This is an optimization exercise on Yosys and OpenROAD, whose aim is a short achievable clock period and few clock cycles, not a production implementation. In this exercise RTL edits were held to simulation tests only and were not proved equivalent to the original. Power and IR drop assume default switching activity.

[config.mk]
export PLATFORM = sky130hd
export DESIGN_NAME = cpu
export DESIGN_NICKNAME = cpu
export VERILOG_FILES = /design/flow/design.v
export SDC_FILE = /design/flow/constraint.sdc
export NUM_CORES = 4
export LEC_CHECK = 0
export CAP_MARGIN = 20
export CORE_MARGIN = 2
export CORE_UTILIZATION = 40
export SLEW_MARGIN = 20
[constraint.sdc]
create_clock -name core_clock -period 9.0 [get_ports {clk}]
set_input_delay 1.8000 -clock core_clock [delete_from_list [all_inputs] [get_ports {clk}]]
set_output_delay 1.8000 -clock core_clock [all_outputs]
set_load 0.01 [all_outputs]
[design.v]
`timescale 1ns/1ps
module cpu (
	input  logic                 clk,
	input  logic                 rst_n,
	output logic [16-1:0] pc,
	input  logic [16-1:0] instr,
	output logic                 hlt,
	output logic                 dmem_valid,
	output logic                 dmem_write,
	output logic [16-1:0] dmem_addr,
	output logic [16-1:0] dmem_wdata,
	input  logic                 dmem_ready,
	input  logic [16-1:0] dmem_rdata
);
	function automatic logic [15:0] carries(input logic [15:0] g, input logic [15:0] t);
		logic [15:0] g1, t1, g2, t2, g3, t3, g4;
		for (int i = 0; i < 16; i++) begin
			g1[i] = (i >= 1) ? (g[i] | (t[i] & g[i-1])) : g[i];
			t1[i] = (i >= 1) ? (t[i] & t[i-1]) : t[i];
		end
		for (int i = 0; i < 16; i++) begin
			g2[i] = (i >= 2) ? (g1[i] | (t1[i] & g1[i-2])) : g1[i];
			t2[i] = (i >= 2) ? (t1[i] & t1[i-2]) : t1[i];
		end
		for (int i = 0; i < 16; i++) begin
			g3[i] = (i >= 4) ? (g2[i] | (t2[i] & g2[i-4])) : g2[i];
			t3[i] = (i >= 4) ? (t2[i] & t2[i-4]) : t2[i];
		end
		for (int i = 0; i < 16; i++) begin
			g4[i] = (i >= 8) ? (g3[i] | (t3[i] & g3[i-8])) : g3[i];
		end
		carries = {g4[14:0], 1'b0};
	endfunction
	function automatic logic cond_eval(input logic [2:0] cc, input logic z, input logic n,
		input logic v);
		case (cc)
			3'd0:    cond_eval = ~z;
			3'd1:    cond_eval = z;
			3'd2:    cond_eval = ~z & ~n;
			3'd3:    cond_eval = n;
			3'd4:    cond_eval = z | ~n;
			3'd5:    cond_eval = z | n;
			3'd6:    cond_eval = v;
			default: cond_eval = 1'b1;
		endcase
	endfunction
	logic [15:1] f_pc;
	logic        btb_v;
	logic [15:1] btb_pc;
	logic [15:1] btb_tgt;
	logic [15:0] btb_ins;
	logic        d_v;
	logic [15:1] d_pc;
	logic [15:0] d_ins;
	logic        d_pred;
	logic        d_pok;
	logic [3:0]  d_src_a, d_src_b;
	logic        d_use_a, d_use_b, d_writes;
	logic        dk_add, dk_sub, dk_xor, dk_sll, dk_lw, dk_sw, dk_lhb, dk_llb, dk_b, dk_hlt;
	logic        e_v;
	logic        e_add, e_sub, e_xor, e_sll, e_lw, e_sw, e_lhb, e_llb, e_hlt, e_br;
	logic        e_setf;
	logic        e_wr;
	logic [3:0]  e_rd;
	logic [15:0] e_opa, e_opb;
	logic        e_sma, e_smb;
	logic        e_sma_add, e_sma_sub, e_sma_log, e_smb_add, e_smb_sub, e_smb_log;
	logic [7:0]  e_imm;
	logic [2:0]  e_cond;
	logic        e_bpred;
	logic [15:1] e_alt;
	logic        fz, fn, fv;
	logic        m_mem, m_write, m_lw, m_wr;
	logic [3:0]  m_rd;
	logic [15:0] m_sum, m_diff, m_lres;
	logic        m_kadd, m_ksub, m_aovf, m_sovf, m_a15;
	logic [15:1] m_addr;
	logic [15:0] m_wdata;
	logic        w_we;
	logic [3:0]  w_rd;
	logic [15:0] w_data;
	logic        halted;
	logic        hlt_q;
	logic [15:0] regs [1:15];
	logic stall;
	assign stall      = m_mem & ~dmem_ready;
	assign dmem_valid = m_mem;
	assign dmem_write = m_write;
	assign dmem_addr  = {m_addr, 1'b0};
	assign dmem_wdata = m_wdata;
	assign hlt        = hlt_q;
	assign pc         = {f_pc, 1'b0};
	logic e_taken;
	logic e_redirect;
	assign e_taken    = cond_eval(e_cond, fz, fn, fv);
	assign e_redirect = e_v & e_br & (e_taken != e_bpred);
	logic [3:0] d_rd;
	assign d_rd = d_ins[11:8];
	logic d_hold;
	assign d_hold = d_v & e_v & e_lw & e_wr &
		((d_use_a & (d_src_a == e_rd)) | (d_use_b & (d_src_b == e_rd)));
	logic d_go;
	assign d_go = d_v & ~e_redirect & ~d_hold & ~halted;
	logic [15:0] m_sat, m_sum_s, m_diff_s, m_alu;
	assign m_sat    = {m_a15, {15{~m_a15}}};
	assign m_sum_s  = m_aovf ? m_sat : m_sum;
	assign m_diff_s = m_sovf ? m_sat : m_diff;
	assign m_alu    = m_kadd ? m_sum_s : m_ksub ? m_diff_s : m_lres;
	logic [15:0] rf_a, rf_b, m_val, rd_a, rd_b;
	assign rf_a  = (d_src_a == 4'd0) ? 16'h0000 : regs[d_src_a];
	assign rf_b  = (d_src_b == 4'd0) ? 16'h0000 : regs[d_src_b];
	assign m_val = m_lw ? dmem_rdata : m_alu;
	assign rd_a  = (m_wr && m_rd == d_src_a) ? m_val : (w_we && w_rd == d_src_a) ? w_data : rf_a;
	assign rd_b  = (m_wr && m_rd == d_src_b) ? m_val : (w_we && w_rd == d_src_b) ? w_data : rf_b;
	logic sma, smb;
	assign sma = e_v & e_wr & (e_rd == d_src_a);
	assign smb = e_v & e_wr & (e_rd == d_src_b);
	logic [8:0]  d_off;
	logic [15:1] d_seq, d_tgt;
	logic        d_isbr, d_back, d_known, d_taken, d_dir, d_bad, d_redirect;
	logic [15:1] d_rpc;
	assign d_off   = d_ins[8:0];
	assign d_seq   = d_pc + 15'd1;
	assign d_tgt   = d_pc + 15'd1 + {{6{d_off[8]}}, d_off};
	assign d_isbr  = dk_b & (d_off != 9'd0);
	assign d_back  = d_off[8];
	assign d_known = ~(e_v & e_setf);
	assign d_taken = cond_eval(d_ins[11:9], fz, fn, fv);
	assign d_dir   = d_isbr & (d_known ? d_taken : d_back);
	assign d_bad      = d_pred & ~d_pok;
	assign d_redirect = d_go & ((d_dir != d_pred) | d_bad);
	assign d_rpc      = d_dir ? d_tgt : d_seq;
	logic        f_hit;
	logic [15:1] f_next;
	assign f_hit  = btb_v & (btb_pc == f_pc);
	assign f_next = f_hit ? btb_tgt : f_pc + 15'd1;
	always_ff @(posedge clk) begin
		if (!rst_n) begin
			f_pc <= '0;
		end else if (!stall) begin
			if (e_redirect) begin
				f_pc <= e_alt;
			end else if (halted | d_hold) begin
				f_pc <= f_pc;
			end else if (d_redirect) begin
				f_pc <= d_rpc;
			end else begin
				f_pc <= f_next;
			end
		end
	end
	logic [3:0] f_op;
	assign f_op = instr[15:12];
	always_ff @(posedge clk) begin
		if (!rst_n) begin
			d_v <= 1'b0;
		end else if (!stall) begin
			if (e_redirect | halted | d_redirect) begin
				d_v <= 1'b0;
			end else if (!d_hold) begin
				d_v <= 1'b1;
			end
		end
	end
	always_ff @(posedge clk) begin
		if (!stall && !d_hold) begin
			d_pc     <= f_pc;
			d_ins    <= instr;
			d_pred   <= f_hit;
			d_pok    <= (instr == btb_ins);
			d_src_a  <= (f_op == 4'hA || f_op == 4'hB) ? instr[11:8] : instr[7:4];
			d_src_b  <= (f_op == 4'h9) ? instr[11:8] : instr[3:0];
			d_use_a  <= (f_op == 4'h0) | (f_op == 4'h1) | (f_op == 4'h2) | (f_op == 4'h4) |
				(f_op == 4'h8) | (f_op == 4'h9) | (f_op == 4'hA) | (f_op == 4'hB);
			d_use_b  <= (f_op == 4'h0) | (f_op == 4'h1) | (f_op == 4'h2) | (f_op == 4'h9);
			d_writes <= ((f_op == 4'h0) | (f_op == 4'h1) | (f_op == 4'h2) | (f_op == 4'h4) |
				(f_op == 4'h8) | (f_op == 4'hA) | (f_op == 4'hB)) & (instr[11:8] != 4'd0);
			dk_add   <= (f_op == 4'h0);
			dk_sub   <= (f_op == 4'h1);
			dk_xor   <= (f_op == 4'h2);
			dk_sll   <= (f_op == 4'h4);
			dk_lw    <= (f_op == 4'h8);
			dk_sw    <= (f_op == 4'h9);
			dk_lhb   <= (f_op == 4'hA);
			dk_llb   <= (f_op == 4'hB);
			dk_b     <= (f_op == 4'hC);
			dk_hlt   <= (f_op == 4'hF);
		end
	end
	always_ff @(posedge clk) begin
		if (!rst_n) begin
			btb_v <= 1'b0;
		end else if (!stall && d_go && d_isbr && d_back && d_dir) begin
			btb_v   <= 1'b1;
			btb_pc  <= d_pc;
			btb_tgt <= d_tgt;
			btb_ins <= d_ins;
		end
	end
	always_ff @(posedge clk) begin
		if (!rst_n) begin
			e_v    <= 1'b0;
			e_wr   <= 1'b0;
			halted <= 1'b0;
		end else if (!stall) begin
			e_v    <= d_go & (dk_add | dk_sub | dk_xor | dk_sll | dk_lw | dk_sw | dk_lhb |
				dk_llb | dk_hlt | (d_isbr & ~d_known));
			e_wr   <= d_go & d_writes;
			if (d_go & dk_hlt) begin
				halted <= 1'b1;
			end
		end
	end
	always_ff @(posedge clk) begin
		if (!stall) begin
			e_setf  <= dk_add | dk_sub | dk_xor | dk_sll;
			e_add   <= dk_add;
			e_sub   <= dk_sub;
			e_xor   <= dk_xor;
			e_sll   <= dk_sll;
			e_lw    <= dk_lw;
			e_sw    <= dk_sw;
			e_lhb   <= dk_lhb;
			e_llb   <= dk_llb;
			e_hlt   <= dk_hlt;
			e_br    <= d_isbr & ~d_known;
			e_rd    <= d_rd;
			e_opa   <= rd_a;
			e_opb   <= rd_b;
			e_sma   <= sma;
			e_smb   <= smb;
			e_sma_add <= sma & e_add;
			e_sma_sub <= sma & e_sub;
			e_sma_log <= sma & ~e_add & ~e_sub;
			e_smb_add <= smb & e_add;
			e_smb_sub <= smb & e_sub;
			e_smb_log <= smb & ~e_add & ~e_sub;
			e_imm   <= d_ins[7:0];
			e_cond  <= d_ins[11:9];
			e_bpred <= d_back;
			e_alt   <= d_back ? d_seq : d_tgt;
		end
	end
	logic [15:0] a, b;
	assign a = ({16{e_sma_add}} & m_sum_s) | ({16{e_sma_sub}} & m_diff_s) |
		({16{e_sma_log}} & m_lres) | ({16{~e_sma}} & e_opa);
	assign b = ({16{e_smb_add}} & m_sum_s) | ({16{e_smb_sub}} & m_diff_s) |
		({16{e_smb_log}} & m_lres) | ({16{~e_smb}} & e_opb);
	logic [15:0] a2, b2, p;
	assign a2 = e_sma_add ? m_sum_s : e_sma_sub ? m_diff_s : e_sma_log ? m_lres : e_opa;
	assign b2 = e_smb_add ? m_sum_s : e_smb_sub ? m_diff_s : e_smb_log ? m_lres : e_opb;
	assign p  = a2 ^ b2;
	logic [15:0] ca, cs, gs;
	assign ca = carries(a & b, a | b);
	assign gs = {a[15:1] & ~b[15:1], a[0] | ~b[0]};
	assign cs = carries(gs, a | ~b) | 16'h0001;
	logic [15:0] sum, diff;
	logic        add_ovf, sub_ovf;
	assign sum  = p ^ ca;
	assign diff = ~p ^ cs;
	assign add_ovf = ~p[15] & (ca[15] != a[15]);
	assign sub_ovf = p[15] & (cs[15] != a[15]);
	logic [15:0] xor_res, sll_res, lhb_res, llb_res, lres;
	assign xor_res = p;
	assign sll_res = a << e_imm[3:0];
	assign lhb_res = {e_imm, a[7:0]};
	assign llb_res = {a[15:8], e_imm};
	assign lres = ({16{e_xor}} & xor_res) | ({16{e_sll}} & sll_res) | ({16{e_lhb}} & lhb_res) |
		({16{e_llb}} & llb_res);
	logic [15:0] ax, ay, ac, aps;
	logic [15:1] addr;
	assign ax   = {a[15:1], 1'b0};
	assign ay   = {{11{e_imm[3]}}, e_imm[3:0], 1'b0};
	assign ac   = carries(ax & ay, ax | ay);
	assign aps  = {a2[15:1], 1'b0} ^ ay;
	assign addr = aps[15:1] ^ ac[15:1];
	logic [15:0] zk;
	logic        add_z, eq_z, sll_z;
	assign zk    = {a[14:0] | b[14:0], 1'b0};
	assign add_z = (xor_res == zk) & ~(a[15] & b[15]);
	assign eq_z  = (xor_res == 16'h0000);
	assign sll_z = (sll_res == 16'h0000);
	logic nz, nn, nv;
	always_comb begin
		nz = fz;
		nn = fn;
		nv = fv;
		if (e_add) begin
			nz = add_z;
			nn = add_ovf ? a[15] : sum[15];
			nv = add_ovf;
		end
		if (e_sub) begin
			nz = eq_z;
			nn = sub_ovf ? a[15] : diff[15];
			nv = sub_ovf;
		end
		if (e_xor) begin
			nz = eq_z;
		end
		if (e_sll) begin
			nz = sll_z;
		end
	end
	always_ff @(posedge clk) begin
		if (!rst_n) begin
			fz <= 1'b0;
			fn <= 1'b0;
			fv <= 1'b0;
		end else if (!stall && e_v && e_setf) begin
			fz <= nz;
			fn <= nn;
			fv <= nv;
		end
	end
	always_ff @(posedge clk) begin
		if (!rst_n) begin
			m_mem <= 1'b0;
			m_wr  <= 1'b0;
			hlt_q <= 1'b0;
		end else if (!stall) begin
			m_mem <= e_v & (e_lw | e_sw);
			m_wr  <= e_v & e_wr;
			if (e_v & e_hlt) begin
				hlt_q <= 1'b1;
			end
		end
	end
	always_ff @(posedge clk) begin
		if (!stall) begin
			m_write <= e_sw;
			m_lw    <= e_lw;
			m_rd    <= e_rd;
			m_addr  <= addr;
			m_wdata <= b;
		end
	end
	always_ff @(posedge clk) begin
		m_sum  <= sum;
		m_diff <= diff;
		m_lres <= lres;
		m_kadd <= e_add;
		m_ksub <= e_sub;
		m_aovf <= add_ovf;
		m_sovf <= sub_ovf;
		m_a15  <= a[15];
	end
	always_ff @(posedge clk) begin
		if (!rst_n) begin
			w_we <= 1'b0;
		end else if (!stall) begin
			w_we <= m_wr;
		end
	end
	always_ff @(posedge clk) begin
		if (!stall) begin
			w_rd   <= m_rd;
			w_data <= m_val;
		end
	end
	always_ff @(posedge clk) begin
		if (!rst_n) begin
			for (int i = 1; i < 16; i++) begin
				regs[i] <= '0;
			end
		end else if (w_we && w_rd != 4'd0) begin
			regs[w_rd] <= w_data;
		end
	end
endmodule
[flow/run.sh]
#!/bin/bash
set -euo pipefail
bash standard.sh SETUP_SLACK_MARGIN=6 finish > make_finish.log 2>&1
[standard.sh]
#!/bin/bash
# synth_recipe.tcl (not shown) runs the flow's synth.tcl, then flattens the netlist and writes it again
# the make line also repeats each setting of config.mk as NAME=value (left out here)
make -C /OpenROAD-flow-scripts/flow DESIGN_CONFIG=/design/flow/config.mk WORK_HOME=/design/flow/orfs CLKGATE_MAP_FILE= SYNTH_SCRIPT=/design/flow/synth_recipe.tcl "${@:-finish}"
==> results.txt <==
==> layout make-up <==
| type | count | area, µm² |
|---|---|---|
| Clock buffer | 83 | 1800 |
| Timing Repair Buffer | 324 | 3050 |
| Clock inverter | 41 | 468 |
| Multi-Input combinational cell | 1858 | 15900 |
| Sequential cell | 578 | 16600 |
| Tap cell | 1040 | 1300 |
| Inverter | 66 | 298 |
| Timing Repair inverter | 3 | 37.5 |
| Fill cell | 6674 | 38300 |
==> per-layer routing <==
metal,vias to the layer above,track usage (%),routed length [µm]
li1,10500,-,-
met2,1153,40.9,50100
met5,-,0,0
met1,12300,33.9,43100
met4,0,10.4,4340
met3,236,4.17,8120
==> worst max path at each step <==
stage	start	end	slack, ns	cells past startpoint
after global routing	m_aovf	fv	4.64	16
after floorplan	dmem_ready	d_ins[0]	5.11	4
after detailed placement	m_sovf	fv	4.11	16
final	m_aovf	fv	4.80	16
after CTS	m_aovf	fn	4.84	16
after global placement	m_sovf	fv	4.20	16
==> sequential cells by signal, indices dropped and copies added, names as in the netlist, 16 cells and up, named ones only <==
signal   count
btb_ins     16
e_opb       16
m_diff      16
w_data      16
e_opa       16
regs       256
m_lres      16
m_wdata     16
d_ins       16
==> synthesized netlist by cell type, types with 19 or more instances <==
| cell | n |
|---|---|
| sky130_fd_sc_hd__a211oi_1 | 40 |
| sky130_fd_sc_hd__nand2_1 | 185 |
| sky130_fd_sc_hd__o21ai_1 | 22 |
| sky130_fd_sc_hd__and2_1 | 250 |
| sky130_fd_sc_hd__nor2_1 | 116 |
| sky130_fd_sc_hd__o21a_1 | 33 |
| sky130_fd_sc_hd__mux2_2 | 33 |
| sky130_fd_sc_hd__a221oi_1 | 34 |
| sky130_fd_sc_hd__nor3_1 | 26 |
| sky130_fd_sc_hd__nor2b_1 | 54 |
| sky130_fd_sc_hd__and3_1 | 30 |
| sky130_fd_sc_hd__xnor2_1 | 109 |
| sky130_fd_sc_hd__dfxtp_1 | 87 |
| sky130_fd_sc_hd__a21oi_1 | 123 |
| sky130_fd_sc_hd__mux4_2 | 129 |
| sky130_fd_sc_hd__buf_1 | 27 |
| sky130_fd_sc_hd__inv_1 | 61 |
| sky130_fd_sc_hd__nand2b_1 | 19 |
| sky130_fd_sc_hd__clkbuf_1 | 144 |
| sky130_fd_sc_hd__xor2_1 | 73 |
| sky130_fd_sc_hd__nor4_1 | 23 |
| sky130_fd_sc_hd__o21ai_0 | 136 |
| sky130_fd_sc_hd__nand3_1 | 58 |
| sky130_fd_sc_hd__o211ai_1 | 20 |
| sky130_fd_sc_hd__mux2i_1 | 90 |
| sky130_fd_sc_hd__edfxtp_1 | 491 |
| sky130_fd_sc_hd__a22oi_1 | 34 |
==> what timing repair did <==
action,CTS,global route
hold endpoints to repair,0,0
setup buffers,136,59
pin swaps,94,72
gates cloned,12,5
endpoints found under the setup margin,881,344
gates resized for setup,480,101
hold buffers,0,0
==> stage by stage <==
stage	hold WS, ns	cell area (µm²)	power [µW]	utilization, %
2_1_floorplan	0.399	32000	4540	-
3_3_place_gp	0.402	33700	5160	43.4
3_5_place_dp	0.405	33700	5170	43.4
4_1_cts	0.422	38300	8290	49.3
5_1_grt	0.434	39400	8750	50.7
6_report	0.426	39400	8460	50.7
==> where the power goes <==
group / internal, µW / switching, µW
logic: 961 / 1190
registers: 3200 / 274
clock network: 1620 / 1200
==> cells by family (layout without fill, tap and decap cells) <==
family,count (synthesis),after routing,synth area share (%)
AND/OR/NAND/NOR,811,819,13.5
XOR/XNOR,182,182,5.06
flip-flops,578,578,52.3
adder cells (fa/ha/maj),36,36,1.37
other,1,18,0.0119
AO/OA/AOI/OAI,550,551,11.5
multiplexers,252,252,13.3
buffers and inverters,245,517,2.98
==> worst register-to-register path: cells and delay by family, from the launching register on <==
family                   cells  cell delay [ns]
AND/OR/NAND/NOR              3             0.77
flip-flops                   1             0.36
adder cells (fa/ha/maj)      5             1.48
buffers and inverters        1             0.13
AO/OA/AOI/OAI                7             1.38
==> results.txt <==
- The first routing iteration left 2729 violations.
- The buffers plus inverters on the worst setup path is 1.
- The first-pass GRT wire length is 154 mm.
- The die is 285 µm wide.
- The die area is slightly above 80000 µm².
- Averaged over all synthesized cells, the footprint is 11.9 µm².
- For this run, the leading register cell type out of synthesis is sky130_fd_sc_hd__edfxtp_1.
- The total congestion overflow after global routing is 0.
- The end point of the worst hold path is btb_ins[15].
- Counting stages on the worst path, the most repeated cell is sky130_fd_sc_hd__maj3_4.
- The critical path's slowest cell is sky130_fd_sc_hd__maj3_4.
- Dividing total power by cell area gives a power density of 215 nW/µm².
- The count of placed standard cells in the final layout, fillers left out is 3993.
- The async set or reset register ratio after synthesis is 0%.
- The worst flop-to-flop path startpoint is m_aovf.
- The tree is rooted in a sky130_fd_sc_hd__clkbuf_16.
- The post-route netlist has between 20% and 30% of its cells at a drive strength greater than 1.
- The pin count of the biggest net entering global routing is between 70 and 80.
- The count of final max-slew check failures is 0.
- The CTS tree is done.
- For this block, the routed nets add up to around 110 mm of wire.
- The maximum fanout encountered on the critical timing path is 8.
- For the pin with the worst max-slew slack, the measured transition is 1.07 ns.
- The average via count per standard cell is 6.05.
- After clock tree synthesis, the clock-pin slew on the worst setup and hold paths is 0.06 ns.
- Relative to the synthesized area, the layout overhead comes to 25.0%.
- Sequential cells were found to cover 52.3% of the synthesized design area.
- The clock sink count is 578.
- In the post-route analysis, the smallest setup slack over all paths is 4.80 ns.
- The critical path's top delay family is adder cells.
- In this run the deepest clock path goes through 3 buffers.
- The worst hold path passes through 0 cells.
- In the finished design, the share of the clock period the worst path needs comes to a little under half.
- The count of state elements after synthesis is about 580.
- The worst setup path is captured at a flip-flop.
- The total DRC errors in the routed layout is 0.
- The number of maximum-capacitance violations is 0.
- The clock latency reported for the late side of the worst-skew pair is around 0.64 ns.
- Setup repair after global routing could not meet its margin everywhere.
- For this run, the number of Yosys warnings is 1.
- For this run, the top clock speed supported by timing is around 0.24 GHz.
- In the final timing run, aggregate negative setup slack is 0 ns.
- The worst-case headroom to the max-slew limit is 28.6%.
- The worst hold path class is reg2reg.
- The first detailed-routing pass ran for 8 iterations.
- The cell area that synthesis handed to floorplanning was 31500 µm².
- The worst hold path begins at d_ins[15].
- STA puts the critical path data required time at 9.55 ns.
- The total clock buffers created by CTS is 70.
- The setup slack after placement is 4.11 ns.
- For this configuration, the core starts out at a cell density of 40.6%.
- In this run the vertical extent of the chip is 285 µm.
- The total routing resource utilization after global routing is 25.3%.
- The core region is 77700 µm².
- The number of input and output port buffers inserted is 83.
- The number of H-tree levels is 3.
- The library cells used most frequently in the layout, excluding fill and tap cells, are 491 x sky130_fd_sc_hd__edfxtp_1, 250 x sky130_fd_sc_hd__and2_1, 183 x sky130_fd_sc_hd__nand2_1, 171 x sky130_fd_sc_hd__buf_4, 129 x sky130_fd_sc_hd__mux4_2.
- Once detail routing completed, the nets flagged for antenna violations numbered 0.
- The worst setup path is of the reg2reg kind.
- The area fraction of the dominant cell type after synthesis is 46.8%.
- The number of nets in the layout is between 2000 and 3000.
- After detailed placement, the design holds a cell count of 3657.
- The number of different library cells used by synthesis comes to between 80 and 90.
- The last weighted congestion value of the routability-driven placer is 0.917.
- By area the synthesized netlist is led by sky130_fd_sc_hd__edfxtp_1 47%, sky130_fd_sc_hd__mux4_2 9.2%, sky130_fd_sc_hd__dfxtp_1 5.5%, sky130_fd_sc_hd__and2_1 5.0%, sky130_fd_sc_hd__xnor2_1 3.0%.
- The final-report hold violation count is 0.
- In the final routed layout, each cell accounts on average for ~26 µm.
- The delay of the slowest cell on the worst path is 0.38 ns.
- The peak ir drop on the vdd network is roughly 0.00014 V.
- The worst register-to-register path ends at fv.
- The post-route minimum period is 4.20 ns.
- sky130_fd_sc_hd__edfxtp_1 takes more of the synthesized area than any other cell.
- The number of antenna repair diodes is 0.
- The number of cells on the worst reg-to-reg path is 16.
- Detailed routing inserted a total of 24200 vias.
- Traced cell by cell, the critical path runs through buf_12 -> and2b_2 -> o21ai_0 -> and3_4 -> and3_1 -> a2bb2oi_1 -> a21boi_0 -> a211o_4 -> maj3_4 -> maj3_4 -> a221oi_4 -> maj3_4 -> maj3_4 -> maj3_4 -> o32a_1 -> a31oi_1.
- The via count of the first global-routing pass came to approximately 24000.
- Yosys mapped a number of flops with a built-in enable equal to 491.
- The cell count after synthesis came out at 2655.
- The leakage power total is 0.0145 µW.
- The run finished with no timing, DRC or antenna violations.
- The slack of the worst reg-to-reg path is roughly 4.8 ns.
- In this run the core area contains 102 standard-cell rows.
- The data arrival time of the critical path is around 4.8 ns.
- In this run the count of I/O pins placed on the die edge is 86.
- After legalization and detailed placement, the total HPWL measured around 64 mm.
- The number of antenna violations at the first check in global routing was 0.
- The library cell used most frequently in the layout, excluding fill and tap cells, is sky130_fd_sc_hd__edfxtp_1.
- Setup violations remaining at the end of the flow were counted as 0.
- The critical path startpoint category is a flip-flop.
- Across the routed clock network, the largest skew measured is between 0.02 and 0.03 ns.
Testbench counts, summed over its fixed seeds: cycles 31,189.

re-timing with driven ports:
The flow's constraints put no driver on any port. The routed layout listed below was extracted and timed again, unchanged, in two steps.
Step 1 assumes that a clkbuf_16 drives the clock port and a buf_2 every other input.
Step 2 times the ports against the registers' clock, not the clock port: input delays grow and output delays shrink by t, the midpoint of the rising clock arrivals with the driver on.
a / b / c = no drivers / after step 1 / after step 2; a / b = the first two.
t, ns: 0.688
setup WS [ns]: 4.800 / 4.800 / 4.800
hold WS [ns]: 0.426 / 0.426 / 0.426
worst data-port slew with drivers (ns): 0.04
After both steps this run still meets setup and hold. For this run, drivers alone change the setup slack by 0.000 ns; drivers and shift together by 0.000 ns.
